Context: an optimization exercise on an open-source flow, tuned for a short achievable clock period and few clock cycles per item. The choices shown serve that exercise and are no tape-out recipe. Where RTL was checked, it was by simulation tests only, not by an equivalence proof against the original. For runs 1 and 2, only the layout was checked, not whether the RTL still works. The clock cells of run 3 come from the design's own scripts or RTL, not from TritonCTS. The clock port is modelled as an ideal driver, which makes a skipped or thinned clock tree look cheaper than it is; a real chip needs a root buffer or a tree. No activity file was given, so power comes from the tool's default toggle rates.

==> design/flow/design.v <==
  localparam POS_BITS = 16;
  localparam [POS_BITS-1:0] POS_MAX = {POS_BITS{1'b1}};
  localparam [5:0] K_IDENT  = 6'd0;
  localparam [5:0] K_BOOL   = 6'd1;
  localparam [5:0] K_INT    = 6'd2;
  localparam [5:0] K_REAL   = 6'd3;
  localparam [5:0] K_STRING = 6'd4;
  localparam [5:0] K_ERROR  = 6'd5;
  localparam [5:0] K_DOTDOT = 6'd6;
  localparam [5:0] K_SINGLE = 6'd18;
  localparam [5:0] K_END    = 6'd35;
  localparam OUT_W = 55;
  localparam QN = 10;
  localparam QSTALL = 4;       
  function [POS_BITS-1:0] sat_inc;
    input [POS_BITS-1:0] x;
    begin
      sat_inc = (x == POS_MAX) ? x : x + 16'd1;
    end
  endfunction
  function [5:0] single_kind;
    input [7:0] c;
    begin
      case (c)
        "+": single_kind = K_SINGLE + 6'd0;
        "-": single_kind = K_SINGLE + 6'd1;
        "*": single_kind = K_SINGLE + 6'd2;
        "/": single_kind = K_SINGLE + 6'd3;
        "&": single_kind = K_SINGLE + 6'd4;
        "|": single_kind = K_SINGLE + 6'd5;
        "^": single_kind = K_SINGLE + 6'd6;
        "~": single_kind = K_SINGLE + 6'd7;
        "!": single_kind = K_SINGLE + 6'd8;
        "<": single_kind = K_SINGLE + 6'd9;
        ">": single_kind = K_SINGLE + 6'd10;
        "=": single_kind = K_SINGLE + 6'd11;
        "?": single_kind = K_SINGLE + 6'd12;
        ":": single_kind = K_SINGLE + 6'd13;
        "(": single_kind = K_SINGLE + 6'd14;
        ")": single_kind = K_SINGLE + 6'd15;
        ";": single_kind = K_SINGLE + 6'd16;
        default: single_kind = K_ERROR;
      endcase
    end
  endfunction
  function [5:0] pair_kind;
    input [7:0] a;
    begin
      case (a)
        ".": pair_kind = K_DOTDOT + 6'd0;
        "&": pair_kind = K_DOTDOT + 6'd1;
        "|": pair_kind = K_DOTDOT + 6'd2;
        "=": pair_kind = K_DOTDOT + 6'd3;
        "!": pair_kind = K_DOTDOT + 6'd4;
        "<": pair_kind = K_DOTDOT + 6'd5;
        ">": pair_kind = K_DOTDOT + 6'd6;
        ":": pair_kind = K_DOTDOT + 6'd7;
        "+": pair_kind = K_DOTDOT + 6'd8;
        "-": pair_kind = K_DOTDOT + 6'd9;
        "*": pair_kind = K_DOTDOT + 6'd10;
        "/": pair_kind = K_DOTDOT + 6'd11;
        default: pair_kind = K_ERROR;
      endcase
    end
  endfunction
  localparam I_IDLE = 0, I_IDENT = 1, I_STRING = 2, I_ZERO = 3, I_DEC_INT = 4,
             I_DEC_DOT = 5, I_FRAC = 6, I_EXP_E = 7, I_EXP_SIGN = 8, I_EXP_DIG = 9,
             I_GARBAGE = 10, I_TRAIL = 11, I_HEX_X = 12, I_HEX_DIG = 13, I_OP = 14;
  localparam C_G      = 0;    
  localparam C_IDCH   = 15;   
  localparam C_NQ     = 16;   
  localparam C_X      = 17;   
  localparam C_DIG    = 18;   
  localparam C_E      = 19;   
  localparam C_TRZ    = 20;   
  localparam C_TRD    = 21;   
  localparam C_TRX    = 22;   
  localparam C_GDD    = 23;   
  localparam C_GG     = 24;   
  localparam C_GH     = 25;   
  localparam C_PM     = 26;   
  localparam C_HEX    = 27;   
  localparam C_AT     = 28;   
  localparam C_Q      = 29;   
  localparam C_DOT    = 30;   
  localparam C_SSTR   = 31;   
  localparam C_SZERO  = 32;   
  localparam C_SDEC   = 33;   
  localparam C_SIDENT = 34;   
  localparam C_SOP    = 35;   
  localparam C_SEMIT  = 36;   
  localparam C_SOPEN  = 37;   
  localparam C_SK     = 38;   
  localparam C_PK     = 44;   
  localparam C_HCL    = 50;   
  localparam C_CCL    = 54;   
  localparam C_LT     = 58;   
  localparam C_W      = 66;
module sl_front (
  input  logic             clk,
  input  logic             rst_n,
  input  logic             rst_q,       
  input  logic             in_valid,
  input  logic             in_stall,
  input  logic [8:0]       in_data,
  output logic             f_valid,
  output logic             f_eoi,
  output logic [65:0]      f_cls,
  output logic [15:0]      f_pos,
  output logic [15:0]      f_pos1       
);
  localparam POS_BITS = 16;
  localparam [POS_BITS-1:0] POS_MAX = {POS_BITS{1'b1}};
  localparam [5:0] K_IDENT  = 6'd0;
  localparam [5:0] K_BOOL   = 6'd1;
  localparam [5:0] K_INT    = 6'd2;
  localparam [5:0] K_REAL   = 6'd3;
  localparam [5:0] K_STRING = 6'd4;
  localparam [5:0] K_ERROR  = 6'd5;
  localparam [5:0] K_DOTDOT = 6'd6;
  localparam [5:0] K_SINGLE = 6'd18;
  localparam [5:0] K_END    = 6'd35;
  localparam OUT_W = 55;
  localparam QN = 10;
  localparam QSTALL = 4;       
  function [POS_BITS-1:0] sat_inc;
    input [POS_BITS-1:0] x;
    begin
      sat_inc = (x == POS_MAX) ? x : x + 16'd1;
    end
  endfunction
  function [5:0] single_kind;
    input [7:0] c;
    begin
      case (c)
        "+": single_kind = K_SINGLE + 6'd0;
        "-": single_kind = K_SINGLE + 6'd1;
        "*": single_kind = K_SINGLE + 6'd2;
        "/": single_kind = K_SINGLE + 6'd3;
        "&": single_kind = K_SINGLE + 6'd4;
        "|": single_kind = K_SINGLE + 6'd5;
        "^": single_kind = K_SINGLE + 6'd6;
        "~": single_kind = K_SINGLE + 6'd7;
        "!": single_kind = K_SINGLE + 6'd8;
        "<": single_kind = K_SINGLE + 6'd9;
        ">": single_kind = K_SINGLE + 6'd10;
        "=": single_kind = K_SINGLE + 6'd11;
        "?": single_kind = K_SINGLE + 6'd12;
        ":": single_kind = K_SINGLE + 6'd13;
        "(": single_kind = K_SINGLE + 6'd14;
        ")": single_kind = K_SINGLE + 6'd15;
        ";": single_kind = K_SINGLE + 6'd16;
        default: single_kind = K_ERROR;
      endcase
    end
  endfunction
  function [5:0] pair_kind;
    input [7:0] a;
    begin
      case (a)
        ".": pair_kind = K_DOTDOT + 6'd0;
        "&": pair_kind = K_DOTDOT + 6'd1;
        "|": pair_kind = K_DOTDOT + 6'd2;
        "=": pair_kind = K_DOTDOT + 6'd3;
        "!": pair_kind = K_DOTDOT + 6'd4;
        "<": pair_kind = K_DOTDOT + 6'd5;
        ">": pair_kind = K_DOTDOT + 6'd6;
        ":": pair_kind = K_DOTDOT + 6'd7;
        "+": pair_kind = K_DOTDOT + 6'd8;
        "-": pair_kind = K_DOTDOT + 6'd9;
        "*": pair_kind = K_DOTDOT + 6'd10;
        "/": pair_kind = K_DOTDOT + 6'd11;
        default: pair_kind = K_ERROR;
      endcase
    end
  endfunction
  localparam I_IDLE = 0, I_IDENT = 1, I_STRING = 2, I_ZERO = 3, I_DEC_INT = 4,
             I_DEC_DOT = 5, I_FRAC = 6, I_EXP_E = 7, I_EXP_SIGN = 8, I_EXP_DIG = 9,
             I_GARBAGE = 10, I_TRAIL = 11, I_HEX_X = 12, I_HEX_DIG = 13, I_OP = 14;
  localparam C_G      = 0;    
  localparam C_IDCH   = 15;   
  localparam C_NQ     = 16;   
  localparam C_X      = 17;   
  localparam C_DIG    = 18;   
  localparam C_E      = 19;   
  localparam C_TRZ    = 20;   
  localparam C_TRD    = 21;   
  localparam C_TRX    = 22;   
  localparam C_GDD    = 23;   
  localparam C_GG     = 24;   
  localparam C_GH     = 25;   
  localparam C_PM     = 26;   
  localparam C_HEX    = 27;   
  localparam C_AT     = 28;   
  localparam C_Q      = 29;   
  localparam C_DOT    = 30;   
  localparam C_SSTR   = 31;   
  localparam C_SZERO  = 32;   
  localparam C_SDEC   = 33;   
  localparam C_SIDENT = 34;   
  localparam C_SOP    = 35;   
  localparam C_SEMIT  = 36;   
  localparam C_SOPEN  = 37;   
  localparam C_SK     = 38;   
  localparam C_PK     = 44;   
  localparam C_HCL    = 50;   
  localparam C_CCL    = 54;   
  localparam C_LT     = 58;   
  localparam C_W      = 66;
  logic       v0_r;
  logic [8:0] d0_r;
  always_ff @(posedge clk) begin
    v0_r <= rst_n && in_valid && !in_stall;
    d0_r <= in_data;
  end
  logic [7:0]     c;
  logic           e;
  logic           alpha, dig, hex, space, opens, idst, idst_na, idch, x, ee, dot, q, at;
  logic [C_W-1:0] cls;
  always_comb begin
    c       = d0_r[8:1];
    e       = d0_r[0];
    alpha   = (c >= "a" && c <= "z") || (c >= "A" && c <= "Z");
    dig     = (c >= "0" && c <= "9");
    hex     = dig || (c >= "a" && c <= "f") || (c >= "A" && c <= "F");
    space   = (c == " ") || (c == 8'h09) || (c == 8'h0A) || (c == 8'h0D);
    opens   = (c == ".") || (c == "&") || (c == "|") || (c == "=") ||
              (c == "!") || (c == "<") || (c == ">") || (c == ":") ||
              (c == "+") || (c == "-") || (c == "*") || (c == "/");
    at      = (c == "@");
    idst_na = alpha || (c == "_");
    idst    = idst_na || at;
    idch    = alpha || dig || (c == "_");
    x       = (c == "x") || (c == "X");
    ee      = (c == "e") || (c == "E");
    dot     = (c == ".");
    q       = (c == "'");
    cls = {C_W{1'b0}};
    cls[C_IDCH]   = idch;
    cls[C_NQ]     = !q;
    cls[C_X]      = x;
    cls[C_DIG]    = dig;
    cls[C_E]      = ee;
    cls[C_TRZ]    = idst_na && !ee && !x;
    cls[C_TRD]    = idst_na && !ee;
    cls[C_TRX]    = idst_na;
    cls[C_GDD]    = idch && !dig;
    cls[C_GG]     = idch || dot;
    cls[C_GH]     = !hex && (idch || dot);
    cls[C_PM]     = (c == "+") || (c == "-");
    cls[C_HEX]    = hex;
    cls[C_AT]     = at;
    cls[C_Q]      = q;
    cls[C_DOT]    = dot;
    cls[C_SSTR]   = q;
    cls[C_SZERO]  = (c == "0");
    cls[C_SDEC]   = dig && (c != "0");
    cls[C_SIDENT] = idst;
    cls[C_SOP]    = opens;
    cls[C_SEMIT]  = !space && !q && !dig && !idst && !opens;
    cls[C_SOPEN]  = q || dig || idst || opens;
    cls[C_SK +: 6]  = single_kind(c);
    cls[C_PK +: 6]  = pair_kind(c);
    cls[C_HCL +: 4] = {opens && !dot && (c != "&") && (c != "|"), c == "|", c == "&", dot};
    cls[C_CCL +: 4] = {c == "=", c == "|", c == "&", dot};
    cls[C_LT +: 8]  = {c == "s", c == "l", c == "a", c == "e", c == "u", c == "r", c == "f", c == "t"};
    cls[C_G + I_IDENT]    = idch;
    cls[C_G + I_STRING]   = !q;
    cls[C_G + I_ZERO]     = x || dig || dot || ee || (idst_na && !ee && !x);
    cls[C_G + I_DEC_INT]  = dig || dot || idst_na;
    cls[C_G + I_DEC_DOT]  = idch;
    cls[C_G + I_FRAC]     = dig || idst_na;
    cls[C_G + I_EXP_E]    = (c == "+") || (c == "-") || dig;
    cls[C_G + I_EXP_SIGN] = dig;
    cls[C_G + I_EXP_DIG]  = dig || idst_na;
    cls[C_G + I_GARBAGE]  = idch || dot;
    cls[C_G + I_TRAIL]    = idch;
    cls[C_G + I_HEX_X]    = idch || dot;
    cls[C_G + I_HEX_DIG]  = idch || dot;
    if (e) cls = {C_W{1'b0}};
  end
  logic [15:0] pos_r, pos_inc;
  assign pos_inc = sat_inc(pos_r);
  always_ff @(posedge clk) begin
    if (!rst_q) begin
      pos_r   <= 16'd0;
      f_valid <= 1'b0;
    end else begin
      f_valid <= v0_r;
      if (v0_r) pos_r <= d0_r[0] ? 16'd0 : pos_inc;
    end
  end
  always_ff @(posedge clk) begin
    f_eoi <= d0_r[0];
    f_cls <= cls;
    f_pos <= pos_r;
    f_pos1 <= pos_inc;
  end
endmodule
module sl_back (
  input  logic              clk,
  input  logic              rst_n,
  input  logic              rst_q,
  input  logic              f_valid,
  input  logic              f_eoi,
  input  logic [65:0]       f_cls,
  input  logic [15:0]       f_pos,
  input  logic [15:0]       f_pos1,
  output logic              in_stall,
  output logic              out_valid,
  input  logic              out_stall,
  output logic [54:0]       out_data
);
  localparam POS_BITS = 16;
  localparam [POS_BITS-1:0] POS_MAX = {POS_BITS{1'b1}};
  localparam [5:0] K_IDENT  = 6'd0;
  localparam [5:0] K_BOOL   = 6'd1;
  localparam [5:0] K_INT    = 6'd2;
  localparam [5:0] K_REAL   = 6'd3;
  localparam [5:0] K_STRING = 6'd4;
  localparam [5:0] K_ERROR  = 6'd5;
  localparam [5:0] K_DOTDOT = 6'd6;
  localparam [5:0] K_SINGLE = 6'd18;
  localparam [5:0] K_END    = 6'd35;
  localparam OUT_W = 55;
  localparam QN = 10;
  localparam QSTALL = 4;       
  function [POS_BITS-1:0] sat_inc;
    input [POS_BITS-1:0] x;
    begin
      sat_inc = (x == POS_MAX) ? x : x + 16'd1;
    end
  endfunction
  function [5:0] single_kind;
    input [7:0] c;
    begin
      case (c)
        "+": single_kind = K_SINGLE + 6'd0;
        "-": single_kind = K_SINGLE + 6'd1;
        "*": single_kind = K_SINGLE + 6'd2;
        "/": single_kind = K_SINGLE + 6'd3;
        "&": single_kind = K_SINGLE + 6'd4;
        "|": single_kind = K_SINGLE + 6'd5;
        "^": single_kind = K_SINGLE + 6'd6;
        "~": single_kind = K_SINGLE + 6'd7;
        "!": single_kind = K_SINGLE + 6'd8;
        "<": single_kind = K_SINGLE + 6'd9;
        ">": single_kind = K_SINGLE + 6'd10;
        "=": single_kind = K_SINGLE + 6'd11;
        "?": single_kind = K_SINGLE + 6'd12;
        ":": single_kind = K_SINGLE + 6'd13;
        "(": single_kind = K_SINGLE + 6'd14;
        ")": single_kind = K_SINGLE + 6'd15;
        ";": single_kind = K_SINGLE + 6'd16;
        default: single_kind = K_ERROR;
      endcase
    end
  endfunction
  function [5:0] pair_kind;
    input [7:0] a;
    begin
      case (a)
        ".": pair_kind = K_DOTDOT + 6'd0;
        "&": pair_kind = K_DOTDOT + 6'd1;
        "|": pair_kind = K_DOTDOT + 6'd2;
        "=": pair_kind = K_DOTDOT + 6'd3;
        "!": pair_kind = K_DOTDOT + 6'd4;
        "<": pair_kind = K_DOTDOT + 6'd5;
        ">": pair_kind = K_DOTDOT + 6'd6;
        ":": pair_kind = K_DOTDOT + 6'd7;
        "+": pair_kind = K_DOTDOT + 6'd8;
        "-": pair_kind = K_DOTDOT + 6'd9;
        "*": pair_kind = K_DOTDOT + 6'd10;
        "/": pair_kind = K_DOTDOT + 6'd11;
        default: pair_kind = K_ERROR;
      endcase
    end
  endfunction
  localparam I_IDLE = 0, I_IDENT = 1, I_STRING = 2, I_ZERO = 3, I_DEC_INT = 4,
             I_DEC_DOT = 5, I_FRAC = 6, I_EXP_E = 7, I_EXP_SIGN = 8, I_EXP_DIG = 9,
             I_GARBAGE = 10, I_TRAIL = 11, I_HEX_X = 12, I_HEX_DIG = 13, I_OP = 14;
  localparam C_G      = 0;    
  localparam C_IDCH   = 15;   
  localparam C_NQ     = 16;   
  localparam C_X      = 17;   
  localparam C_DIG    = 18;   
  localparam C_E      = 19;   
  localparam C_TRZ    = 20;   
  localparam C_TRD    = 21;   
  localparam C_TRX    = 22;   
  localparam C_GDD    = 23;   
  localparam C_GG     = 24;   
  localparam C_GH     = 25;   
  localparam C_PM     = 26;   
  localparam C_HEX    = 27;   
  localparam C_AT     = 28;   
  localparam C_Q      = 29;   
  localparam C_DOT    = 30;   
  localparam C_SSTR   = 31;   
  localparam C_SZERO  = 32;   
  localparam C_SDEC   = 33;   
  localparam C_SIDENT = 34;   
  localparam C_SOP    = 35;   
  localparam C_SEMIT  = 36;   
  localparam C_SOPEN  = 37;   
  localparam C_SK     = 38;   
  localparam C_PK     = 44;   
  localparam C_HCL    = 50;   
  localparam C_CCL    = 54;   
  localparam C_LT     = 58;   
  localparam C_W      = 66;
  logic [14:0] mode_r, mode_nxt;
  logic [5:0]  hsk_r, hpk_r;           
  logic [3:0]  hcl_r;                  
  logic [14:0] g;
  logic        e, grow, pair, stop, nstop, dd;
  logic        a_v, b_v, a_m1, a_two, a_str, a_id;
  logic [5:0]  a_kind, b_kind;
  always_comb begin
    e     = f_eoi;
    g     = mode_r & f_cls[C_G +: 15];
    grow  = |g;
    pair  = |(hcl_r & f_cls[C_CCL +: 4]);
    stop  = grow | mode_r[I_STRING] & f_cls[C_Q] | mode_r[I_DEC_DOT] & f_cls[C_DOT]
          | mode_r[I_OP] & pair;
    nstop = !stop;
    mode_nxt = 15'd0;
    mode_nxt[I_IDLE]     = !grow & (stop | !f_cls[C_SOPEN]);
    mode_nxt[I_IDENT]    = mode_r[I_IDENT] & f_cls[C_IDCH] | nstop & f_cls[C_SIDENT];
    mode_nxt[I_STRING]   = mode_r[I_STRING] & f_cls[C_NQ] | nstop & f_cls[C_SSTR];
    mode_nxt[I_ZERO]     = nstop & f_cls[C_SZERO];
    mode_nxt[I_DEC_INT]  = (mode_r[I_ZERO] | mode_r[I_DEC_INT]) & f_cls[C_DIG]
                         | nstop & f_cls[C_SDEC];
    mode_nxt[I_OP]       = nstop & f_cls[C_SOP];
    mode_nxt[I_HEX_X]    = mode_r[I_ZERO] & f_cls[C_X];
    mode_nxt[I_DEC_DOT]  = (mode_r[I_ZERO] | mode_r[I_DEC_INT]) & f_cls[C_DOT];
    mode_nxt[I_EXP_E]    = (mode_r[I_ZERO] | mode_r[I_DEC_INT] | mode_r[I_FRAC]) & f_cls[C_E];
    mode_nxt[I_TRAIL]    = mode_r[I_ZERO] & f_cls[C_TRZ]
                         | (mode_r[I_DEC_INT] | mode_r[I_FRAC]) & f_cls[C_TRD]
                         | mode_r[I_EXP_DIG] & f_cls[C_TRX]
                         | mode_r[I_TRAIL] & f_cls[C_IDCH];
    mode_nxt[I_FRAC]     = (mode_r[I_DEC_DOT] | mode_r[I_FRAC]) & f_cls[C_DIG];
    mode_nxt[I_GARBAGE]  = mode_r[I_DEC_DOT] & f_cls[C_GDD]
                         | mode_r[I_GARBAGE] & f_cls[C_GG]
                         | (mode_r[I_HEX_X] | mode_r[I_HEX_DIG]) & f_cls[C_GH];
    mode_nxt[I_EXP_SIGN] = mode_r[I_EXP_E] & f_cls[C_PM];
    mode_nxt[I_EXP_DIG]  = (mode_r[I_EXP_E] | mode_r[I_EXP_SIGN] | mode_r[I_EXP_DIG])
                         & f_cls[C_DIG];
    mode_nxt[I_HEX_DIG]  = (mode_r[I_HEX_X] | mode_r[I_HEX_DIG]) & f_cls[C_HEX];
    dd    = mode_r[I_DEC_DOT] & f_cls[C_DOT];
    a_str = mode_r[I_STRING] & f_cls[C_Q];
    a_m1  = a_str | dd;
    a_two = mode_r[I_OP] & pair;
    a_id  = mode_r[I_IDENT];
    a_v   = f_valid & !mode_r[I_IDLE] & !grow;
    b_v   = f_valid & (e | dd | nstop & f_cls[C_SEMIT]);
    a_kind = K_ERROR;
    if (mode_r[I_STRING])
      a_kind = f_cls[C_Q] ? K_STRING : K_ERROR;
    else if (mode_r[I_ZERO] | mode_r[I_DEC_INT])
      a_kind = f_cls[C_AT] ? K_ERROR : K_INT;
    else if (mode_r[I_DEC_DOT])
      a_kind = f_cls[C_DOT] ? K_INT : K_ERROR;
    else if (mode_r[I_FRAC] | mode_r[I_EXP_DIG])
      a_kind = f_cls[C_AT] ? K_ERROR : K_REAL;
    else if (mode_r[I_HEX_DIG])
      a_kind = K_INT;
    else if (mode_r[I_OP])
      a_kind = pair ? hpk_r : hsk_r;
    b_kind = e ? K_END : dd ? K_DOTDOT : f_cls[C_SK +: 6];
  end
  always_ff @(posedge clk) begin
    if (!rst_q) begin
      mode_r <= 15'd1;
    end else if (f_valid) begin
      mode_r <= mode_nxt;
    end
  end
  always_ff @(posedge clk) begin
    if (f_valid) begin
      hsk_r <= f_cls[C_SK +: 6];
      hpk_r <= f_cls[C_PK +: 6];
      hcl_r <= f_cls[C_HCL +: 4];
    end
  end
  logic        s_v, s_grow, s_id, s_av, s_bv, s_m1, s_two, s_str, s_aid, s_dd, s_e;
  logic [5:0]  s_akind, s_bkind;
  logic [15:0] s_pos, s_pos1;
  logic [7:0]  s_lt;
  always_ff @(posedge clk) begin
    if (!rst_q) begin
      s_v  <= 1'b0;
      s_av <= 1'b0;
      s_bv <= 1'b0;
    end else begin
      s_v  <= f_valid;
      s_av <= a_v;
      s_bv <= b_v;
    end
  end
  always_ff @(posedge clk) begin
    s_grow  <= grow;
    s_id    <= mode_r[I_IDENT];
    s_m1    <= a_m1;
    s_two   <= a_two;
    s_str   <= a_str;
    s_aid   <= a_id;
    s_dd    <= dd;
    s_e     <= e;
    s_akind <= a_kind;
    s_bkind <= b_kind;
    s_pos   <= f_pos;
    s_pos1  <= f_pos1;
    s_lt    <= f_cls[C_LT +: 8];
  end
  logic [15:0] beg_r, begp1_r, len_r, lenm1_r, dot_r;
  logic [8:0]  kw_r, kw_upd;           
  always_comb begin
    kw_upd = {kw_r[7] & s_lt[4], kw_r[6] & s_lt[7], kw_r[5] & s_lt[6], kw_r[4] & s_lt[5],
              1'b0,
              kw_r[2] & s_lt[4], kw_r[1] & s_lt[3], kw_r[0] & s_lt[2], 1'b0};
  end
  always_ff @(posedge clk) begin
    if (s_v) begin
      beg_r   <= s_grow ? beg_r : s_pos;
      begp1_r <= s_grow ? begp1_r : s_pos1;
      len_r   <= s_grow ? sat_inc(len_r) : 16'd1;
      lenm1_r <= s_grow ? ((len_r == POS_MAX) ? lenm1_r : len_r) : 16'd0;
      kw_r  <= s_id ? kw_upd : {4'd0, s_lt[1], 3'd0, s_lt[0]};
      dot_r <= s_pos;
    end
  end
  logic [5:0]  ta_kind;
  logic [15:0] ta_off, ta_len, tb_start, tb_len;
  logic [54:0] ta, tb, w0;
  logic        w0v, w1v;
  logic [QN-1:0] wp_r, wp1;
  always_comb begin
    ta_kind  = s_aid ? ((kw_r[3] | kw_r[8]) ? K_BOOL : K_IDENT) : s_akind;
    ta_off   = s_str ? begp1_r : beg_r;
    ta_len   = s_m1 ? lenm1_r : s_two ? 16'd2 : len_r;
    tb_start = s_dd ? dot_r : s_pos;
    tb_len   = s_e ? 16'd0 : s_dd ? 16'd2 : 16'd1;
    ta  = {ta_kind, beg_r, ta_off, ta_len, 1'b0};
    tb  = {s_bkind, tb_start, tb_start, tb_len, s_e};
    w0  = s_av ? ta : tb;
    w0v = s_av | s_bv;
    w1v = s_av & s_bv;
    wp1 = {wp_r[QN-2:0], wp_r[QN-1]};
  end
  logic [54:0]   p_w0, p_w1;
  logic          p_w0v, p_w1v;
  logic [QN-1:0] p_we0, p_we1;
  always_ff @(posedge clk) begin
    if (!rst_q) begin
      wp_r  <= {{(QN-1){1'b0}}, 1'b1};
      p_w0v <= 1'b0;
      p_w1v <= 1'b0;
      p_we0 <= {QN{1'b0}};
      p_we1 <= {QN{1'b0}};
    end else begin
      if (w1v) wp_r <= {wp_r[QN-3:0], wp_r[QN-1:QN-2]};
      else if (w0v) wp_r <= wp1;
      p_w0v <= w0v;
      p_w1v <= w1v;
      p_we0 <= wp_r & {QN{w0v}};
      p_we1 <= wp1 & {QN{w1v}};
    end
  end
  always_ff @(posedge clk) begin
    p_w0 <= w0;
    p_w1 <= tb;
  end
  logic [54:0]   q_mem [0:QN-1];
  logic [QN-1:0] rp_r, rp1;
  logic [QN-1:0] th_r, th_p0, th_p1, th_nxt;
  logic          pop;
  logic [54:0]   h0, h1, x0, x1;
  always_comb begin
    rp1 = {rp_r[QN-2:0], rp_r[QN-1]};
    h0  = 55'd0;
    h1  = 55'd0;
    for (int i = 0; i < QN; i++) begin
      h0 = h0 | ({55{rp_r[i]}} & q_mem[i]);
      h1 = h1 | ({55{rp1[i]}} & q_mem[i]);
    end
    x0 = th_r[0] ? h0 : p_w0;
    x1 = th_r[1] ? h1 : p_w0;
    if (p_w1v) begin
      th_p0 = {th_r[QN-3:0], 2'b11};
      th_p1 = {th_r[QN-2:0], 1'b1};
    end else if (p_w0v) begin
      th_p0 = {th_r[QN-2:0], 1'b1};
      th_p1 = th_r;
    end else begin
      th_p0 = th_r;
      th_p1 = {1'b0, th_r[QN-1:1]};
    end
    pop    = out_valid & !out_stall;
    th_nxt = pop ? th_p1 : th_p0;
  end
  always_ff @(posedge clk) begin
    for (int i = 0; i < QN; i++) begin
      if (p_we0[i]) q_mem[i] <= p_w0;
      else if (p_we1[i]) q_mem[i] <= p_w1;
    end
  end
  always_ff @(posedge clk) begin
    if (!rst_q) begin
      rp_r <= {{(QN-1){1'b0}}, 1'b1};
      th_r <= {QN{1'b0}};
    end else begin
      if (pop) rp_r <= rp1;
      th_r <= th_nxt;
    end
  end
  always_ff @(posedge clk) begin
    if (!rst_n || !rst_q) begin
      out_valid <= 1'b0;
    end else begin
      out_valid <= th_nxt[0];
    end
  end
  always_ff @(posedge clk) begin
    if (!rst_n) begin
      in_stall <= 1'b1;
    end else if (!rst_q) begin
      in_stall <= 1'b0;
    end else begin
      in_stall <= th_nxt[QSTALL-1];
    end
  end
  always_ff @(posedge clk) begin
    out_data <= pop ? x1 : x0;
  end
endmodule
module script_lexer (
  input  logic        clk,
  input  logic        rst_n,
  input  logic        in_valid,
  output logic        in_stall,
  input  logic [8:0]  in_data,    
  output logic        out_valid,
  input  logic        out_stall,
  output logic [54:0] out_data    
);
  logic        rst_q;
  logic        f_valid, f_eoi;
  logic [65:0] f_cls;
  logic [15:0] f_pos, f_pos1;
  always_ff @(posedge clk) rst_q <= rst_n;
  sl_front u_front (
    .clk(clk), .rst_n(rst_n), .rst_q(rst_q),
    .in_valid(in_valid), .in_stall(in_stall), .in_data(in_data),
    .f_valid(f_valid), .f_eoi(f_eoi), .f_cls(f_cls), .f_pos(f_pos), .f_pos1(f_pos1)
  );
  sl_back u_back (
    .clk(clk), .rst_n(rst_n), .rst_q(rst_q),
    .f_valid(f_valid), .f_eoi(f_eoi), .f_cls(f_cls), .f_pos(f_pos), .f_pos1(f_pos1),
    .in_stall(in_stall),
    .out_valid(out_valid), .out_stall(out_stall), .out_data(out_data)
  );
endmodule
==> design/flow/run.sh <==
#!/bin/bash
# synth_recipe.tcl (not shown) runs the flow's synth.tcl, then flattens the netlist and writes it again
# the make line also repeats each setting of config.mk as NAME=value (left out here)
make -C /OpenROAD-flow-scripts/flow DESIGN_CONFIG=/design/flow/config.mk WORK_HOME=/design/flow/orfs CLKGATE_MAP_FILE= SYNTH_SCRIPT=/design/flow/synth_recipe.tcl finish
==> design/flow/config.mk <==
export PLATFORM = sky130hd
export DESIGN_NAME = script_lexer
export DESIGN_NICKNAME = script_lexer
export VERILOG_FILES = /design/flow/design.v
export SDC_FILE = /design/flow/constraint.sdc
export NUM_CORES = 4
export LEC_CHECK = 0
export ABC_CLOCK_PERIOD_IN_PS = 1800
export CAP_MARGIN = 20
export CORE_MARGIN = 2
export CORE_UTILIZATION = 40
export CTS_CLUSTER_DIAMETER = 100
export CTS_CLUSTER_SIZE = 30
export PLACE_DENSITY = 0.6
export SETUP_SLACK_MARGIN = 4.0
export SLEW_MARGIN = 20
==> design/flow/constraint.sdc <==
create_clock -name core_clock -period 6.0 [get_ports {clk}]
set_input_delay 1.2000 -clock core_clock [delete_from_list [all_inputs] [get_ports {clk}]]
set_output_delay 1.2000 -clock core_clock [all_outputs]
set_load 0.01 [all_outputs]
==> summary.txt, run 1 <==
Synth
Of the total synthesized cell area, the portion taken by XOR and XNOR cells is 0.00590. The share of synthesized area in the top cell type comes to 0.441. The cell count after synthesis came out at a little under 4000.

The post-synthesis cell type count is 74. The biggest area contributor in the post-synthesis netlist is edfxtp_1. The synthesized area per cell is ~11 um2. The fraction of the yosys area taken by sequential cells is 0.610. Yosys attributes the largest share of cell area to edfxtp_1 (44%), dfxtp_1 (17%), a221oi_1 (6.3%). Synthesis inferred slightly above 1000 register bits. By area, the combinational part of the netlist is dominated by simple AND/OR/NAND/NOR gates. The multiplexer share of the synthesized area is 0.0344.

In the synthesized netlist the dominant register cell turns out to be edfxtp_1. During synthesis, Yosys emitted a total of 4 warnings. The post-synthesis compound-gate area fraction came to 0.154. The share of flip-flops with an asynchronous set or reset after synthesis is 0. Of the total synthesized cell area, the portion taken by full adders, half adders and majority gates is 0.000562.

The number of synthesized flops with an enable pin is ~650. The post-synthesis net count is between 3000 and 4000. In this run the cell area of the synthesized design comes to between 40000 and 50000 um2. Of the total synthesized cell area, the portion taken by AND, OR, NAND and NOR gates is 0.161.

Placed design
Once placement completed, the tool counted placed cells totaling just over 5000. OpenSTA, run right after detailed placement, puts the worst setup slack at ~2.3 ns. Detailed placement ended at an HPWL of 72400 um. The number of buffer cells added on primary ports is between 60 and 70. The placer's final routability congestion estimate is 0.833.

Setup path
The arrival time of data at the critical path endpoint is 1.23 ns. The critical setup path kind is flip-flop to primary output. The cell depth of the worst flop-to-flop path is 5. The kind of launch point of the worst setup path is a flip-flop. The worst setup path is captured at a primary output.

STA puts the critical path data required time at approximately 4.8 ns. In this design, the largest share of critical-path delay is due to flip-flops. The worst register-to-register path has a setup slack of 3.99 ns. The largest fanout of any net on the critical path is 1. The count of buffer and inverter cells on the critical path is 1. The largest single stage delay on the critical path is 0.43 ns.

The worst register-to-register path begins at u_back.rp_r[5]. The library cell contributing the largest single delay on the critical path is dfxtp_4. The critical path goes through buf_6. The endpoint of the lowest-slack register-to-register path is u_back.out_data[46].

Floorplan
70 I/O pins were placed. The standard-cell row count is about 120. The core area is ~110000 um2. The overall die area is 114000 um2. The die outline width is approximately 340 um. The die boundary height is ~340 um. For this configuration, the core starts out at a cell density of 0.403.

Pwr
Overall power consumption after layout is estimated at 11.6 mW. The clock group share of total power is 0.331. In this run the static leakage power is between 15 and 20 nW. The logic gate share of total power is 0.018. The total power per unit cell area is roughly 230 nW/um2. The net switching power figure is 2.50 mW. The net switching fraction of the power is 0.216. The internal portion of the total power is 9.08 mW. VDD sags by at most about 0.20 mV. The sequential share of power is 0.650.

Global route
For this run, global-route usage on met1 was measured as 0.357. The global routing met2 resource utilization is 0.385. The number of antenna violations at the first check in global routing is 4. The via count of the first global-routing pass is about 31000. met2 is the most crowded layer.

The pin count of the biggest net entering global routing is 71. Across every metal layer, demand over resource in global routing totals 0.252. After global routing the overflow that remains totals 0.

For met3 alone, demand over resource in global routing was 0.0519. The first global-routing pass estimated around 210000 um of wire.

CTS
Hold repair after CTS inserted 0 buffers. Counting every sink on the clock net gives around 1000. The CTS tree is done. At the later pin of the worst-skew pair, clock insertion delay measures about 0.69 ns.

The tree is rooted in a clkbuf_16. The maximum level of the CTS H-tree is 2. The number of buffers created by CTS is between 40 and 50.

The largest buffer count on any clock path is 3. After clock tree synthesis, the clock-pin slew on the worst setup and hold paths is between 0.1 and 0.15 ns.

Route
In this run the remaining antenna-violating nets after routing total 0. The wire length per cell is around 28 um. The first-iteration detailed-routing DRC count is 4541. The routed design has 148000 um of wire.

The detailed router placed 33000 vias in this run. The DRC violations left is 0. Before antenna repair, the detailed router went through 9 iterations. Dividing the detail-routed via count by the number of cells gives 6.15.

Timing
After routing, the total negative slack on setup checks comes to 0 ns. The clock skew after layout is between 0.04 and 0.05 ns. The number of hold violations in the final report is 0. For the pin with the worst max-slew slack, the measured transition is 0.982 ns. The post-route worst setup slack is around 3.6 ns.

The count of pins over their slew limit came to 0. Timing would allow up to roughly 400 MHz. The worst pin sits at a relative slew slack of 0.345. Setup violations remaining at the end of the flow were counted as 0. Setup repair after global routing could not meet its margin everywhere.

The share of the clock period used by the worst path after layout is 0.406. The worst slack on hold paths is approximately 0.32 ns. The minimum clock period after layout is roughly 2.4 ns.

Cells and area
The non-filler instance count after layout is 5357. The synthesis-to-layout area growth is 12.2%. For this run, the post-layout net count is 3845. In the layout the commonest cells are nand2_1 (741), edfxtp_1 (654), dfxtp_1 (274). The share of layout cells above drive strength 1 is 0.155. Leaving out fill and tap cells, the most frequent cell in the layout is nand2_1.

Hold path
The classification of the worst-slack hold path is flip-flop to flip-flop. The worst hold path begins at u_front.f_pos1[6]. The path with the worst hold slack has its endpoint at u_back.s_pos1[6].

The number of cells traversed by the worst hold path is 0.

Run status
The flow ran to the end and the layout has no timing, DRC or antenna violations.

Run
The number of max-cap violations is 0.
==> repair_timing <==
| action | CTS | global route |
|---|---|---|
| cloned | 17 | 2 |
| pin swaps | 15 | 8 |
| resized for setup | 471 | 65 |
| setup buffers | 36 | 26 |
| endpoints found under the setup margin | 533 | 295 |
==> registers in the layout, indices dropped and copies added (netlist names), 16 cells and up <==
signal,cells
u_back.beg_r,16
u_back.q_mem,550
u_front.pos_r,16
u_back.s_pos,16
u_back.begp1_r,16
u_back.s_pos1,16
u_front.f_pos,16
u_back.p_w1,25
u_front.f_cls,49
u_back.out_data,55
u_back.len_r,16
u_back.dot_r,16
u_front.f_pos1,16
u_back.lenm1_r,16
u_back.p_w0,55
==> cell usage after synthesis (all sizes together) (4+ instances only) <==
| library cell | n |
|---|---|
| a21o | 4 |
| nor3 | 23 |
| nor2 | 95 |
| or3 | 9 |
| o21ai | 35 |
| xnor2 | 15 |
| a22o | 210 |
| buf | 66 |
| nor3b | 19 |
| a221oi | 323 |
| a21oi | 100 |
| o211a | 57 |
| and3 | 33 |
| nor4 | 13 |
| nand4 | 19 |
| a22oi | 28 |
| dfxtp | 376 |
| nand3 | 127 |
| and4 | 6 |
| a31oi | 15 |
| inv | 42 |
| edfxtp | 654 |
| mux2 | 112 |
| nand2b | 176 |
| a211oi | 6 |
| mux2i | 27 |
| or4 | 5 |
| clkbuf | 289 |
| xor2 | 15 |
| o22ai | 6 |
| or2 | 18 |
| and2 | 174 |
| nor2b | 30 |
| nand2 | 744 |
| a222oi | 14 |
==> power groups by stage <==
stage                     Combinational (mW)  Clock, mW  Sequential, mW
after floorplan                        0.143          0            7.68
after global placement                 0.190          0            7.70
after detailed placement               0.192          0            7.70
after CTS                              0.206       3.90            7.53
after global routing                   0.231       4.11            7.54
final                                  0.213       3.83            7.53
==> cells by family after synthesis <==
logic type	Yosys count
mux	139
buf+inv	397
fa+ha+maj	2
compound gates	842
xor+xnor	30
simple gates	1501
flops	1030
==> worst max-delay path by stage <==
stage / from / endpoint / slack, ns / depth (start not counted)
detailed placement: out_stall / u_back.out_data[17] / 2.28 / 5
finish: u_back.out_data[48] / out_data[48] / 3.57 / 1
global placement: out_stall / u_back.out_data[27] / 2.33 / 5
global route: u_back.out_data[48] / out_data[48] / 3.53 / 1
CTS: u_back.out_data[48] / out_data[48] / 3.54 / 1
floorplan: out_stall / u_back.out_data[50] / 3.78 / 7
==> final cells by class <==
cell class	instances	area, um2
fillers	10100	60500
flip-flops and latches	1030	27400
multi-input cells	2527	16800
repair buffers	186	2300
well taps	1488	1860
clock buffers	65	1220
clock inverters	15	169
inverters	42	158
diodes	4	10.0
==> through the flow <==
| step | utilization | cell area, um2 |
|---|---|---|
| final | 0.452 | 50000 |
| after global routing | 0.452 | 50000 |
| after CTS | 0.447 | 49400 |
| after detailed placement | 0.423 | 46700 |
| after global placement | 0.423 | 46700 |
| after floorplan | - | 45200 |
==> layer usage <==
metal	routed length (um)	vias to the layer above
met5	26	-
met2	65500	1920
li1	-	14400
met1	61900	16300
met3	15900	280
met4	5130	4
==> run 2: changes to the inputs <==
--- a/design/flow/config.mk
+++ b/design/flow/config.mk
@@ -9,8 +9,6 @@
 export CAP_MARGIN = 20
 export CORE_MARGIN = 2
 export CORE_UTILIZATION = 40
-export CTS_CLUSTER_DIAMETER = 100
-export CTS_CLUSTER_SIZE = 30
 export PLACE_DENSITY = 0.6
 export SETUP_SLACK_MARGIN = 4.0
 export SLEW_MARGIN = 20
==> summary.txt, run 2 <==
Run status
The run finished with no timing, DRC or antenna violations.

Synth
The post-synthesis cell area is 44600 um2 (unchanged). The multiplexer share of the synthesized area is 0.0344 (unchanged). The post-synthesis net count is 3956 (unchanged). The post-synthesis compound-gate area fraction is 0.154 (unchanged). The synthesized area per cell is 11.3 um2 (unchanged).

The number of synthesized flops with an enable pin is 654 (unchanged). The arithmetic-cell share of the synthesized area counting full adders, half adders and majority gates is 0.000562 (unchanged). The fraction of the yosys area taken by sequential cells came to 0.610 (unchanged). The fraction of synthesized cell area in xor and xnor cells came to 0.00590 (unchanged). The instance count of the mapped netlist is 3941 (unchanged). After synthesis, the largest family of logic cells by area is simple AND/OR/NAND/NOR gates.

The most frequently used cell type in the post-synthesis netlist is nand2_1. The post-synthesis share of cell area spent on and, or, nand and nor gates is 0.161 (unchanged). The area fraction of the dominant cell type after synthesis is 0.441 (unchanged). The total of warnings raised by yosys was 4 (unchanged). The share of flip-flops with an asynchronous set or reset after synthesis is 0 (unchanged). The cell taking the most area after synthesis is edfxtp_1. Sorting the synthesized cells by area gives the leading types as edfxtp_1 (44%), dfxtp_1 (17%), a221oi_1 (6.3%).

The synthesized flop and latch total is 1030 (unchanged). The most common flop cell mapped by yosys is edfxtp_1. The post-synthesis cell type count is 74 (unchanged). Ranked by instance count, the synthesized netlist is headed by nand2_1 (744), edfxtp_1 (654), dfxtp_1 (376), a221oi_1 (323), clkbuf_1 (289).

Cells and area
The most flop-heavy register is u_back.q_mem. The commonest non-fill, non-tap cell in the layout is nand2_1. From synthesis to final layout, the design area changed by 17.1%. The utilization after layout came to 0.472 (+0.0199). The largest registers in the layout are u_back.q_mem (550), u_back.out_data (55), u_back.p_w0 (55). The final net count is 3908 (+1.6%). In the layout the commonest cells are nand2_1 (739), edfxtp_1 (654), dfxtp_1 (275). The share of layout cells above drive strength 1 is 0.178 (+0.0227). The number of flip-flops in the largest register is 550 (unchanged).

Timing
The minimum clock period after layout came to 2.44 ns (+0.0106 ns). The number of hold violations in the final report came to 0 (unchanged). Setup repair after global routing could not meet its margin everywhere. The worst slack on hold paths is 0.326 ns (+0.00492 ns). The count of pins over their slew limit is 0 (unchanged). The final setup violation count is 0 (unchanged). The sum of negative setup slack is 0 ns (unchanged). The worst relative slew slack was 0.348 (+0.00303). The slew at the pin with the worst max-slew slack was 0.978 ns (-0.00454 ns). The share of the clock period used by the worst path after layout is 0.407 (+0.00176).

The maximum frequency from static timing analysis is 409 MHz (-0.43%). The clock skew after layout was 0.0431 ns (+0.00242 ns). The post-route worst setup slack was 3.56 ns (-0.0106 ns).

CTS
The CTS clock-pin slew for the worst setup and hold paths came to 0.06 ns (-0.06 ns). The number of buffers created by CTS is 109 (+150%). The largest buffer count on any clock path is 3 (unchanged). Clock tree synthesis selected as its root buffer the cell clkbuf_16.

The TritonCTS sink count is 1030 (unchanged). The maximum level of the CTS H-tree is 3 (+1). TritonCTS built the clock tree. The clock latency at the later pin of the worst-skew pair is 0.72 ns (+0.03 ns).

Route
The first-pass detailed-route iteration total was 8 (-1). The via-per-instance ratio is 6.12 (-0.48%). The routed wire length is 150000 um (+0.80%).

The first-iteration detailed-routing DRC count came to 4721 (+4.0%). The via total after detailed routing is 33600 (+1.8%). The number of routed nets with antenna violations is 0 (unchanged).

The DRC violations left came to 0 (unchanged). The wire length per cell came to 27.3 um (-1.5%).

Setup path
The endpoint required time on the critical path is 4.80 ns (about the same). The critical setup path kind is flip-flop to primary output. The library cell contributing the largest single delay on the critical path is dfxtp_4. The critical path goes through buf_6. The delay of the slowest cell on the worst path is 0.41 ns (-0.02 ns). The largest fanout of any net on the critical path is 1 (unchanged). The arrival time of data at the critical path endpoint is 1.24 ns (about the same).

Grouping stages by cell kind, the critical path spends the most delay in flip-flops. STA classifies the critical path startpoint as a flip-flop. The worst setup path is captured at a primary output. The count of buffer and inverter cells on the critical path is 1 (unchanged).

Floorplan
The starting density of the core is 0.403 (unchanged). The die boundary height is 338 um (unchanged). The core area came to 111000 um2 (unchanged). The overall die area is 114000 um2 (unchanged). The count of boundary I/O pins is 70 (unchanged). The standard-cell row count was 122 (unchanged). The die outline width was 338 um (unchanged).

Global route
The global-route congestion overflow total was 0 (unchanged). The pin count of the biggest net entering global routing is 71 (unchanged). The first-pass GRT wire length was 214000 um (+0.78%). The number of antenna violations at the first check in global routing was 5 (+1).

The global-route usage over all layers was 0.254 (+0.00142). The via count of the first global-routing pass was 32100 (+2.3%).

Run
The number of max-cap violations is 0 (unchanged).

Placed design
The pre-CTS setup slack is 2.28 ns (unchanged). The detailed placer's ending HPWL is 72400 um (unchanged). The placer's final routability congestion estimate was 0.833 (unchanged).

The number of buffer cells added on primary ports is 69 (unchanged).

Pwr
The total power per unit cell area came to 280 nW/um2 (+21%). The total power after layout is 14.6 mW (+26%). The largest voltage drop on the vdd net was 0.243 mV (+24%). The cell leakage power came to 19.3 nW (+5.9%).

Hold path
The min-delay analysis places its worst path in the category flip-flop to flip-flop.
==> run 2: cell type report <==
| cell class | count | area (um2) |
|---|---|---|
| flip-flops and latches | 1030 | 27400 |
| clock buffers | 160 | 3240 |
| multi-input cells | 2529 | 16800 |
| inverters | 42 | 158 |
| well taps | 1488 | 1860 |
| repair buffers | 181 | 2220 |
| fillers | 9861 | 58300 |
| clock inverters | 48 | 464 |
| diodes | 2 | 5.00 |
==> run 2: path summary, 6_finish.rpt <==
path	endpoint	start	cells after the start	slack (ns)
worst max register to register	u_front.pos_r[1]	u_front.pos_r[1]	6	3.99
worst min-delay path	u_back.s_lt[3]	u_front.f_cls[61]	0	0.33
worst max-delay path	out_data[48]	u_back.out_data[48]	1	3.56
worst min register to register	u_back.s_lt[3]	u_front.f_cls[61]	0	0.33
==> run 2: repair_timing <==
action | 4_1_cts | 5_1_grt
setup endpoints to repair | 531 | 231
gates resized for setup | 459 | 65
gates cloned | 19 | 1
hold buffers | 0 | 0
setup buffers | 35 | 23
pin swaps | 14 | 9
==> run 2: per-stage QoR <==
stage          instance area (um2)  cells
2_1_floorplan                45200   3941
3_3_place_gp                 46700   5192
3_5_place_dp                 46700   5192
4_1_cts                      51700   5454
5_1_grt                      52200   5478
6_report                     52200   5480
==> run 2: where the power goes <==
part | internal, mW | switching (mW) | leakage (nW)
registers | 7.48 | 0.0560 | 8.56
clock network | 3.95 | 2.93 | 1.83
logic | 0.0984 | 0.116 | 8.90
total | 11.5 | 3.11 | 19.3
==> run 2: cell families after synthesis <==
group	Yosys count
buffers and inverters	397
and+or+nand+nor	1501
adders and majority gates	2
DFF	1030
AOI/OAI and AO/OA	842
xor gates and xnor gates	30
muxes	139
==> run 2: layer usage <==
metal | share of wire | global-route usage | vias to the layer above
met5 | 0.00025 | 0 | -
met4 | 0.039 | 0.0972 | 6
met3 | 0.12 | 0.0540 | 372
met2 | 0.44 | 0.385 | 2083
met1 | 0.41 | 0.355 | 16400
li1 | - | - | 14700
==> run 3: changes to the inputs <==
--- a/design/flow/design.v
+++ b/design/flow/design.v
@@ -10,7 +10,7 @@
   localparam [5:0] K_SINGLE = 6'd18;
   localparam [5:0] K_END    = 6'd35;
   localparam OUT_W = 55;
-  localparam QN = 10;
+  localparam QN = 9;
   localparam QSTALL = 4;       
   function [POS_BITS-1:0] sat_inc;
     input [POS_BITS-1:0] x;
@@ -121,7 +121,7 @@
   localparam [5:0] K_SINGLE = 6'd18;
   localparam [5:0] K_END    = 6'd35;
   localparam OUT_W = 55;
-  localparam QN = 10;
+  localparam QN = 9;
   localparam QSTALL = 4;       
   function [POS_BITS-1:0] sat_inc;
     input [POS_BITS-1:0] x;
@@ -323,7 +323,7 @@
   localparam [5:0] K_SINGLE = 6'd18;
   localparam [5:0] K_END    = 6'd35;
   localparam OUT_W = 55;
-  localparam QN = 10;
+  localparam QN = 9;
   localparam QSTALL = 4;       
   function [POS_BITS-1:0] sat_inc;
     input [POS_BITS-1:0] x;
@@ -548,34 +548,19 @@
     w1v = s_av & s_bv;
     wp1 = {wp_r[QN-2:0], wp_r[QN-1]};
   end
-  logic [54:0]   p_w0, p_w1;
-  logic          p_w0v, p_w1v;
-  logic [QN-1:0] p_we0, p_we1;
   always_ff @(posedge clk) begin
     if (!rst_q) begin
-      wp_r  <= {{(QN-1){1'b0}}, 1'b1};
-      p_w0v <= 1'b0;
-      p_w1v <= 1'b0;
-      p_we0 <= {QN{1'b0}};
-      p_we1 <= {QN{1'b0}};
+      wp_r <= {{(QN-1){1'b0}}, 1'b1};
     end else begin
       if (w1v) wp_r <= {wp_r[QN-3:0], wp_r[QN-1:QN-2]};
       else if (w0v) wp_r <= wp1;
-      p_w0v <= w0v;
-      p_w1v <= w1v;
-      p_we0 <= wp_r & {QN{w0v}};
-      p_we1 <= wp1 & {QN{w1v}};
     end
   end
-  always_ff @(posedge clk) begin
-    p_w0 <= w0;
-    p_w1 <= tb;
-  end
   logic [54:0]   q_mem [0:QN-1];
   logic [QN-1:0] rp_r, rp1;
   logic [QN-1:0] th_r, th_p0, th_p1, th_nxt;
-  logic          pop;
-  logic [54:0]   h0, h1, x0, x1;
+  logic [54:0]   h0, h1, x0, x1, x_go;
+  logic [QN-1:0] th_go, rp_go;
   always_comb begin
     rp1 = {rp_r[QN-2:0], rp_r[QN-1]};
     h0  = 55'd0;
@@ -584,25 +569,27 @@
       h0 = h0 | ({55{rp_r[i]}} & q_mem[i]);
       h1 = h1 | ({55{rp1[i]}} & q_mem[i]);
     end
-    x0 = th_r[0] ? h0 : p_w0;
-    x1 = th_r[1] ? h1 : p_w0;
-    if (p_w1v) begin
+    x0 = th_r[0] ? h0 : w0;
+    x1 = th_r[1] ? h1 : w0;
+    if (w1v) begin
       th_p0 = {th_r[QN-3:0], 2'b11};
       th_p1 = {th_r[QN-2:0], 1'b1};
-    end else if (p_w0v) begin
+    end else if (w0v) begin
       th_p0 = {th_r[QN-2:0], 1'b1};
       th_p1 = th_r;
     end else begin
       th_p0 = th_r;
       th_p1 = {1'b0, th_r[QN-1:1]};
     end
-    pop    = out_valid & !out_stall;
-    th_nxt = pop ? th_p1 : th_p0;
+    x_go   = out_valid ? x1 : x0;
+    th_go  = out_valid ? th_p1 : th_p0;
+    rp_go  = out_valid ? rp1 : rp_r;
+    th_nxt = out_stall ? th_p0 : th_go;
   end
   always_ff @(posedge clk) begin
     for (int i = 0; i < QN; i++) begin
-      if (p_we0[i]) q_mem[i] <= p_w0;
-      else if (p_we1[i]) q_mem[i] <= p_w1;
+      if (wp_r[i] & w0v) q_mem[i] <= w0;
+      else if (wp1[i] & w1v) q_mem[i] <= tb;
     end
   end
   always_ff @(posedge clk) begin
@@ -610,7 +597,7 @@
       rp_r <= {{(QN-1){1'b0}}, 1'b1};
       th_r <= {QN{1'b0}};
     end else begin
-      if (pop) rp_r <= rp1;
+      rp_r <= out_stall ? rp_r : rp_go;
       th_r <= th_nxt;
     end
   end
@@ -631,7 +618,7 @@
     end
   end
   always_ff @(posedge clk) begin
-    out_data <= pop ? x1 : x0;
+    out_data <= out_stall ? x0 : x_go;
   end
 endmodule
 module script_lexer (
==> design/flow/flow/run.sh (new file) <==
#!/bin/bash
# Standard ORFS layout, except that clock tree synthesis is replaced by a hand-built
# two-level tree (flow/manual_cts.tcl, sourced by ORFS cts.tcl through PRE_CTS_TCL):
# the clock port drives a few root buffers, each root drives leaf buffers, and each leaf
# drives an equal-size group of nearby flip-flops (recursive median bisection). Every flip-flop gets the same structure.
set -uo pipefail
here=$(pwd)
export PRE_CTS_TCL=$here/flow/manual_cts.tcl
export MCTS_LEAF_LEVELS=${MCTS_LEAF_LEVELS:-5}
bash standard.sh > standard.log 2>&1
rc=$?
# keep each step's own log next to the run
mkdir -p step_logs
cp orfs/logs/*/*/*/*.log step_logs/ 2>/dev/null || true
exit $rc
==> design/flow/flow/manual_cts.tcl (new file) <==
# Clock tree built by hand in place of TritonCTS: the clock port drives a few root
# buffers, each root drives leaf buffers, each leaf drives a cluster of nearby
# flip-flops (recursive bisection of their placed positions into equal groups).
# Two buffers on every path.
# Sourced by ORFS cts.tcl as PRE_CTS_TCL; it replaces clock_tree_synthesis.

proc mcts_kmeans {pts k iters} {
  # pts: list of {x y}; returns list of cluster index per point
  set n [llength $pts]
  set cx {}; set cy {}
  # seed: points sorted along a serpentine order, evenly spaced
  set sorted [lsort -real -index 0 $pts]
  for {set c 0} {$c < $k} {incr c} {
    set p [lindex $sorted [expr {int(($c + 0.5) * $n / $k)}]]
    lappend cx [lindex $p 0]; lappend cy [lindex $p 1]
  }
  set asg [lrepeat $n 0]
  for {set it 0} {$it < $iters} {incr it} {
    set i 0
    foreach p $pts {
      set px [lindex $p 0]; set py [lindex $p 1]
      set best 0; set bd 1e30
      for {set c 0} {$c < $k} {incr c} {
        set d [expr {abs($px - [lindex $cx $c]) + abs($py - [lindex $cy $c])}]
        if {$d < $bd} { set bd $d; set best $c }
      }
      lset asg $i $best
      incr i
    }
    set sx [lrepeat $k 0.0]; set sy [lrepeat $k 0.0]; set sn [lrepeat $k 0]
    set i 0
    foreach p $pts {
      set c [lindex $asg $i]
      lset sx $c [expr {[lindex $sx $c] + [lindex $p 0]}]
      lset sy $c [expr {[lindex $sy $c] + [lindex $p 1]}]
      lset sn $c [expr {[lindex $sn $c] + 1}]
      incr i
    }
    for {set c 0} {$c < $k} {incr c} {
      if {[lindex $sn $c] > 0} {
        lset cx $c [expr {[lindex $sx $c] / [lindex $sn $c]}]
        lset cy $c [expr {[lindex $sy $c] / [lindex $sn $c]}]
      }
    }
  }
  return [list $asg $cx $cy]
}

proc mcts_place {inst x y} {
  set m [$inst getMaster]
  $inst setLocation [expr {int($x - [$m getWidth] / 2)}] [expr {int($y - [$m getHeight] / 2)}]
  $inst setPlacementStatus PLACED
}

if {[info commands mcts_orig_cts] eq ""} {
  rename clock_tree_synthesis mcts_orig_cts
}

# Recursive bisection at the median along the wider side: 2^levels equal groups
proc mcts_bisect {items levels} {
  # items: list of {x y payload}
  if {$levels == 0 || [llength $items] < 2} { return [list $items] }
  set xs [lsort -real [lmap it $items {lindex $it 0}]]
  set ys [lsort -real [lmap it $items {lindex $it 1}]]
  set idx [expr {([lindex $xs end] - [lindex $xs 0]) >= ([lindex $ys end] - [lindex $ys 0]) ? 0 : 1}]
  set sorted [lsort -real -index $idx $items]
  set h [expr {[llength $sorted] / 2}]
  return [concat [mcts_bisect [lrange $sorted 0 [expr {$h - 1}]] [expr {$levels - 1}]] \
                 [mcts_bisect [lrange $sorted $h end] [expr {$levels - 1}]]]
}

proc mcts_centroid {items} {
  set sx 0.0; set sy 0.0
  foreach it $items { set sx [expr {$sx + [lindex $it 0]}]; set sy [expr {$sy + [lindex $it 1]}] }
  set n [llength $items]
  return [list [expr {$sx / $n}] [expr {$sy / $n}]]
}

proc clock_tree_synthesis {args} {
  set leaf_levels [expr {[info exists ::env(MCTS_LEAF_LEVELS)] ? $::env(MCTS_LEAF_LEVELS) : 5}]
  set root_levels 2
  set db [ord::get_db]
  set block [ord::get_db_block]
  set buf [$db findMaster sky130_fd_sc_hd__clkbuf_16]
  set clknet [$block findNet clk]
  set items {}
  foreach it [$clknet getITerms] {
    set bb [[$it getInst] getBBox]
    lappend items [list [expr {([$bb xMin] + [$bb xMax]) / 2.0}] [expr {([$bb yMin] + [$bb yMax]) / 2.0}] $it]
  }
  puts "MCTS: [llength $items] sinks, [expr {1 << $leaf_levels}] leaf buffers, [expr {1 << $root_levels}] roots"
  set r 0
  set c 0
  foreach rgroup [mcts_bisect $items $root_levels] {
    set ri [odb::dbInst_create $block $buf "clkbuf_root_${r}_clk"]
    set rn [odb::dbNet_create $block "clknet_root_${r}_clk"]
    $rn setSigType CLOCK
    [$ri findITerm X] connect $rn
    [$ri findITerm A] connect $clknet
    set lcs {}
    foreach lgroup [mcts_bisect $rgroup [expr {$leaf_levels - $root_levels}]] {
      set li [odb::dbInst_create $block $buf "clkbuf_leaf_${c}_clk"]
      set ln [odb::dbNet_create $block "clknet_leaf_${c}_clk"]
      $ln setSigType CLOCK
      [$li findITerm X] connect $ln
      [$li findITerm A] connect $rn
      foreach it $lgroup {
        set t [lindex $it 2]
        $t disconnect
        $t connect $ln
      }
      set lc [mcts_centroid $lgroup]
      mcts_place $li [lindex $lc 0] [lindex $lc 1]
      lappend lcs $lc
      puts "MCTS: leaf $c root $r sinks [llength $lgroup]"
      incr c
    }
    set rc [mcts_centroid $lcs]
    mcts_place $ri [lindex $rc 0] [lindex $rc 1]
    incr r
  }
  $clknet setSigType CLOCK
  global_connect
  puts "MCTS: done"
}
==> design/flow/standard.sh (new file) <==
#!/bin/bash
# synth_recipe.tcl (not shown) runs the flow's synth.tcl, then flattens the netlist and writes it again
# the make line also repeats each setting of config.mk as NAME=value (left out here)
make -C /OpenROAD-flow-scripts/flow DESIGN_CONFIG=/design/flow/config.mk WORK_HOME=/design/flow/orfs CLKGATE_MAP_FILE= SYNTH_SCRIPT=/design/flow/synth_recipe.tcl "${@:-finish}"
--- a/design/flow/config.mk
+++ b/design/flow/config.mk
@@ -8,7 +8,7 @@
 export ABC_CLOCK_PERIOD_IN_PS = 1800
 export CAP_MARGIN = 20
 export CORE_MARGIN = 2
-export CORE_UTILIZATION = 40
-export PLACE_DENSITY = 0.6
+export CORE_UTILIZATION = 65
+export PLACE_DENSITY = 0.75
 export SETUP_SLACK_MARGIN = 4.0
 export SLEW_MARGIN = 20
removed: design/flow/run.sh
==> summary.txt, run 3 <==
Setup path
The cell depth of the worst flop-to-flop path came to 4 (-2). The endpoint of the lowest-slack register-to-register path is u_back.out_data[49]. The endpoint required time on the critical path is 6.30 ns (+1.50 ns). In this run the critical register-to-register path is launched from u_back.rp_r[7]. The kind of launch point of the worst setup path is a primary input. The arrival time of data at the critical path endpoint came to 2.54 ns (+1.30 ns). The largest fanout of any net on the critical path is 7 (+6). The critical setup path kind is primary input to flip-flop.

The setup slack of the worst register-to-register path is 3.77 ns (-0.22 ns). Tracing the worst setup path back leads to its startpoint at out_stall. The worst setup path is captured at a flip-flop.

Route
The via-per-instance ratio is 7.98 (+30%). The first-pass detailed-route iteration total is 13 (+5). The wire length per cell is 34.0 um (+24%). The via total after detailed routing is 32200 (-4.2%). The routed wire length came to 137000 um (-8.6%).

The number of routed nets with antenna violations is 0 (unchanged). The first-iteration detailed-routing DRC count is 6743 (+43%). The DRC violations left is 0 (unchanged).

CTS
The clock latency at the later pin of the worst-skew pair is 0.41 ns (-0.31 ns). The quantity of hold-fixing buffers added after cts is 0 (unchanged). The CTS clock-pin slew for the worst setup and hold paths was 0.10 ns (+0.04 ns).

Cells and area
The synthesis-to-layout area growth is 16.2%. The utilization after layout is 0.763 (+0.291). The library cell used most frequently in the layout, excluding fill and tap cells, is edfxtp_1.

The largest registers in the layout are u_back.q_mem (495), u_back.out_data (55), u_front.f_cls (49). The share of layout cells above drive strength 1 is 0.188 (+0.0100). u_back.q_mem holds more flip-flops than any other register. The final net count came to 3272 (-16%).

In the layout the commonest cells are edfxtp_1 (599), o21ai_0 (393), nand2_1 (328). The number of flip-flops in the largest register is 495 (-10%).

Pwr
The cell internal power dissipation is 7.56 mW (-34%). The largest voltage drop on the vdd net is 0.223 mV (-8.1%). The clock group share of total power is 0.297 (-0.173).

The cell leakage power came to 15.3 nW (-21%). The total power per unit cell area is 216 nW/um2 (-23%). The net switching power figure is 1.94 mW (-38%).

The sequential share of power is 0.676 (+0.161). The logic gate share of total power came to 0.027 (+0.012). The net switching fraction of the power came to 0.204 (-0.00821).

Timing
The minimum clock period after layout is 2.24 ns (-0.204 ns). The clock skew after layout is 0.0315 ns (-0.0116 ns). The final setup violation count was 0 (unchanged).

The sum of negative setup slack is 0 ns (unchanged). The number of hold violations in the final report was 0 (unchanged). The slew at the pin with the worst max-slew slack was 0.804 ns (-0.174 ns).

Setup repair after global routing could not meet its margin everywhere. The share of the clock period used by the worst path after layout is 0.374 (-0.0339). The post-route worst setup slack is 3.76 ns (+0.204 ns). The worst relative slew slack is 0.462 (+0.114). The maximum frequency from static timing analysis is 446 MHz (+9.1%).

The worst slack on hold paths is 0.332 ns (+0.00583 ns). The count of pins over their slew limit is 0 (unchanged).

Hold path
The classification of the worst-slack hold path is flip-flop to flip-flop. The number of cells traversed by the worst hold path came to 0 (unchanged). The worst min-delay path startpoint is u_front.f_pos1[5].

For hold timing, the worst endpoint is u_back.s_pos1[5].

Synth
The total of warnings raised by yosys is 4 (unchanged). The most frequently used cell type in the post-synthesis netlist is edfxtp_1. The share of flip-flops with an asynchronous set or reset after synthesis came to 0 (unchanged). The area fraction of the dominant cell type after synthesis is 0.475 (+0.0345). The fraction of the yosys area taken by sequential cells was 0.619 (+0.00890). The cell taking the most area after synthesis is edfxtp_1. In the synthesized netlist the dominant register cell turns out to be edfxtp_1. The post-synthesis cell type count is 78 (+5.4%). The instance count of the mapped netlist is 3284 (-17%).

By area the synthesized netlist is led by edfxtp_1 (48%), dfxtp_1 (14%), o21ai_0 (5.6%). The number of synthesized flops with an enable pin is 599 (-8.4%). Counting instances in the post-synthesis netlist gives the leading cell types as edfxtp_1 (599), o21ai_0 (427), nand2_1 (361), dfxtp_1 (271), clkbuf_1 (218). The post-synthesis net count is 3299 (-17%). The synthesized flop and latch total is 870 (-16%). The synthesized area per cell is 11.5 um2 (+1.9%).

The post-synthesis cell area is 37800 um2 (-15%).

Run status
The run finished with no timing, DRC or antenna violations.

Global route
The first-pass GRT wire length is 182000 um (-15%). The global-route congestion overflow total is 0 (unchanged). The pin count of the biggest net entering global routing is 72 (+1.4%).

The via count of the first global-routing pass is 29800 (-7.1%). The global-route usage over all layers is 0.403 (+0.149). The number of antenna violations at the first check in global routing is 4 (-1).

Placed design
The number of buffer cells added on primary ports is 69 (unchanged). The pre-CTS setup slack is 1.74 ns (-0.542 ns). The detailed placer's ending HPWL is 60900 um (-16%). The placer's final routability congestion estimate is 0.937 (+13%).

Floorplan
The count of boundary I/O pins is 70 (unchanged). The core area was 57600 um2 (-48%). The overall die area came to 60200 um2 (-47%).

The die boundary height came to 245 um (-27%). The starting density of the core is 0.657 (+0.254). The standard-cell row count is 88 (-28%). The die outline width is 245 um (-27%).

Run
The number of max-cap violations is 0 (unchanged).
==> run 3: cell type report <==
type                       instances  area (um2)
fill                            3508       13600
antenna                            7        17.5
timing repair buffer             182        2380
buffer                            36         901
sequential                       870       23600
inverter                          21        96.3
multi-input combinational       2146       16000
tap                              765         957
==> run 3: kinds of logic (layout without fill, tap and decap cells) <==
logic type / Yosys count / in the layout / synth area share
other cells: 0 / 7 / 0
mux: 75 / 80 / 0.0210
compound gates: 1093 / 1094 / 0.203
simple gates: 888 / 937 / 0.116
flops: 870 / 870 / 0.619
buf+inv: 323 / 239 / 0.0334
xor+xnor: 32 / 32 / 0.00741
fa+ha+maj: 3 / 3 / 0.000926
==> run 3: timing repair <==
| action | CTS | global route |
|---|---|---|
| pin swaps | 65 | 46 |
| gates cloned | 41 | 25 |
| resized for setup | 333 | 460 |
| buffers inserted | 40 | 30 |
| endpoints found under the setup margin | 1243 | 993 |
==> run 3: worst max path at each step <==
| stage | slack (ns) | to | cells after the start |
|---|---|---|---|
| 4_1_cts | 3.47 | u_back.out_data[34] | 8 |
| 5_1_grt | 3.75 | u_back.out_data[44] | 7 |
| 3_5_place_dp | 1.74 | u_back.out_data[40] | 7 |
| 3_3_place_gp | 1.92 | u_back.out_data[40] | 7 |
| 2_1_floorplan | 3.71 | u_back.out_data[45] | 8 |
| 6_report | 3.76 | u_back.out_data[45] | 7 |
==> run 3: power by group through the flow <==
stage	Combinational [mW]	Clock [mW]	Sequential [mW]
2_1_floorplan	0.134	0	6.53
3_3_place_gp	0.185	0	6.56
3_5_place_dp	0.191	0	6.56
6_report	0.254	2.82	6.42
4_1_cts	0.208	2.09	6.56
5_1_grt	0.268	2.97	6.42
==> run 3: critical path, stage by stage <==
cell and delay [ns]:
buf_8 0.10, nand2b_4 0.19, nand2_8 0.19, and2_4 0.33
clkbuf_16 0.24, nand2_1 0.07, and3_1 0.19
==> run 3: per-layer routing <==
layer	vias to the layer above	wire, um	GRT usage
met5	-	23	0
met4	4	11800	0.237
met3	887	24200	0.114
met2	3340	57200	0.610
met1	15100	43600	0.521
li1	12800	-	-
==> run 3: stage by stage <==
stage	cell area, um2	total power [mW]	cells
final	44000	9.50	4027
after global routing	43900	9.66	4020
after CTS	42000	8.86	3965
after detailed placement	39100	6.75	3848
after global placement	39100	6.74	3848
after floorplan	38400	6.67	3284
Testbench counts of run 3, summed over its fixed seeds: cycles 27,443, bytes 27,403.

port drivers added, routing unchanged:
In the flow no input, the clock included, has a driving cell. The finished layouts below were timed again as built, in two steps.
Step 1: set_driving_cell puts a clkbuf_16 on clk and a buf_2 on each other input, an assumption about the parent block.
Step 2 times the ports against the registers' clock, not the clock port: input delays grow and output delays shrink by t, the midpoint of the rising clock arrivals with the driver on.
Slacks: no drivers / after step 1 / after step 2; pairs: no drivers / after step 1.
| run | shift t [ns] | setup WS [ns] | clock arrival spread, ns |
|---|---|---|---|
| run 1 | 0.738 | 3.566 / 3.497 / 3.284 | 0.045 / 0.045 |
| run 2 | 0.761 | 3.555 / 3.492 / 3.256 | 0.044 / 0.044 |
| run 3 | 0.545 | 3.759 / 3.730 / 3.299 | 0.033 / 0.032 |
After both steps every run listed still meets setup and hold. The setup slack of run 3, which loses most, moves by -0.029 ns with the drivers and by -0.460 ns with both steps.
